This design comes from an exercise in tuning for small area and a short achievable clock period on the open sky130 flow, not from production work.
Function was checked by simulation only, so behaviour that the tests miss may differ from the original.

Setup of run R:
Design dds_block, start of the top module:
module dds_block (
    input  logic                       clk,
    input  logic                       rst_n,
    input  logic                       psel,
    input  logic                       penable,
    input  logic                       pwrite,
    input  logic [31:0]                paddr,
    input  logic [31:0]                pwdata,
    input  logic signed [SAMPLE_W-1:0] ina_data,
    input  logic signed [SAMPLE_W-1:0] inb_data,
    output logic [31:0]                prdata,
    output logic signed [SAMPLE_W-1:0] dds_data_out
);
For scale: ~0.11 mm2 of cells after synthesis.
Settings: LEC_CHECK=0, CAP_MARGIN=20, CORE_MARGIN=2, CORE_UTILIZATION=55, CTS_CLUSTER_DIAMETER=100, CTS_CLUSTER_SIZE=24, PLACE_DENSITY=0.7, SETUP_SLACK_MARGIN=4.5, SLEW_MARGIN=20; clock period 9.0 ns.
run.sh (not shown) runs the stock make flow with config.mk's settings and CLKGATE_MAP_FILE= SYNTH_SCRIPT=/design/flow/synth_recipe.tcl, a recipe that flattens the netlist after the stock synthesis.
> inputs changed (run R -> run P)
--- a/flow/design.v
+++ b/flow/design.v
@@ -218,15 +218,15 @@
         fm_hmin <= (fm_offset[31:15] == 17'h10000);
     end
     logic        fm_cin8;
     logic [17:0] fm_v;
     logic        fm_ovp, fm_ovn;
     logic [31:0] pa0, pa1, pa2, pa3, pa4;
     logic [31:0] ps1, pc1, ps2, pc2, ps3, pc3;
-    logic [31:0] ph_main, ph_sv, ph_sat, ph_next;
+    logic [31:0] ph_main, ph_ps, ph_psm1, ph_next;
     logic [31:0] phase;
     logic [24:0] fm_sum;
     always_comb begin
         fm_sum  = fm_s + fm_c;
         fm_cin8 = fm_s[8] ^ fm_c[8] ^ fm_sum[8];
         fm_v    = {1'b0, fm_sum[24:8]};
         fm_ovp  = fm_hmax && (fm_v >= 18'd107520);
@@ -239,18 +239,19 @@
         ps1 = pa0 ^ pa1 ^ pa2;
         pc1 = ((pa0 & pa1) | (pa0 & pa2) | (pa1 & pa2)) << 1;
         ps2 = ps1 ^ pc1 ^ pa3;
         pc2 = ((ps1 & pc1) | (ps1 & pa3) | (pc1 & pa3)) << 1;
         ps3 = ps2 ^ pc2 ^ pa4;
         pc3 = (((ps2 & pc2) | (ps2 & pa4) | (pc2 & pa4)) << 1) | {31'b0, fm_cin8};
         ph_main = ps3 + pc3;
-        ph_sv   = fm_hmax ? 32'h7FFF_FFFF : 32'h8000_0000;
-        ph_sat  = (phase ^ step ^ ph_sv) +
-                  (((phase & step) | (phase & ph_sv) | (step & ph_sv)) << 1);
-        if (fm_ovp || fm_ovn) ph_next = ph_sat;
+        ph_ps   = phase + step;
+        ph_psm1 = (phase ^ step ^ 32'hFFFF_FFFF) +
+                  (((phase & step) | phase | step) << 1);
+        if (fm_ovp)      ph_next = ph_psm1 ^ 32'h8000_0000;
+        else if (fm_ovn) ph_next = ph_ps ^ 32'h8000_0000;
         else             ph_next = ph_main;
     end
     always_ff @(posedge clk) begin
         if (!rst_n || !enable) phase <= '0;
         else                   phase <= ph_next;
     end
     logic [2:0]   tick;
@@ -453,32 +454,23 @@
         mc3  = ((mc1 & ms2) | (mc1 & mc2) | (ms2 & mc2)) << 1;
     end
     logic [24:0] mod_s, mod_c;
     always_ff @(posedge clk) begin
         mod_s <= ms3;
         mod_c <= mc3;
     end
-    function automatic logic top_is(input logic [8:0] a, input logic [8:0] b,
-                                    input logic [8:0] k, input logic cin);
-        logic [8:0] need;
-        need   = {(a[7:0] & b[7:0]) | ((a[7:0] ^ b[7:0]) & ~k[7:0]), cin};
-        top_is = &(~(a ^ b ^ k ^ need));
-    endfunction
     logic [24:0] mod_sum;
-    logic [16:0] mod_lo;
     logic [16:0] mv;
     logic [7:0]  y8;
     logic        in_rng, sat_neg;
     always_comb begin
         mod_sum = mod_s + mod_c;
-        mod_lo  = {1'b0, mod_s[15:0]} + {1'b0, mod_c[15:0]};
         mv      = mod_sum[24:8];
         y8      = mv[7:0] ^ 8'h80;
-        in_rng  = mod_lo[16] ? top_is(mod_s[24:16], mod_c[24:16], 9'h100, 1'b1)
-                             : top_is(mod_s[24:16], mod_c[24:16], 9'h100, 1'b0);
+        in_rng  = (mv[16:8] == 9'h100);
         sat_neg = !mv[16];
         if (in_rng)       dds_data_out = y8;
         else if (sat_neg) dds_data_out = 8'h80;
         else              dds_data_out = 8'h7F;
     end
     logic signed [7:0] st_min, st_max;
     logic [31:0]       st_count;
Results
- Compared with run R, in run P sequential standard cell area has remained practically unchanged; number of gates resized after cts has increased; critical path depth has increased; detailed-route wire length has increased; total number of tap cells has increased.
- [run P] worst hold slack rose 0.035 ns relative to run R
- Relative to run R, the final cell area reported for run P is higher.
- From run R to run P, count of unresolved DRC violations after routing did not move at all.
- Of the two values seen for capturing instance or port of the critical path, dds_data_out[4] was produced by run R and dds_data_out[1] by run P.

==> static timing again, ports no longer ideal <==
The results above use ideal ports. As a check the final layouts listed here were re-extracted and re-timed, cells and wires unchanged.
Step 1 (the two cells are an assumption about what drives the block):
set clk [get_ports {clk}]
set_driving_cell -lib_cell sky130_fd_sc_hd__clkbuf_16 $clk
set_driving_cell -lib_cell sky130_fd_sc_hd__buf_2 [delete_from_list [all_inputs] $clk]
Step 2 also shifts input and output timing later by t, the mid clock arrival at the registers, as if the neighbouring blocks saw the same clock.
a / b / c = ideal ports / drivers / drivers and shift; a / b = the first two.
| run | t, ns | setup WS [ns] | hold WS [ns] | worst setup path at the end | worst slew at a driven data input, ns |
|---|---|---|---|---|---|
| run R | 0.906 | 3.710 / 3.617 / 3.738 | 0.299 / 0.299 / 0.299 | input to register | 0.15 |
| run P | 0.917 | 3.469 / 3.372 / 3.732 | 0.333 / 0.333 / 0.333 | input to register | 0.07 |
After both steps every run listed still meets setup and hold.
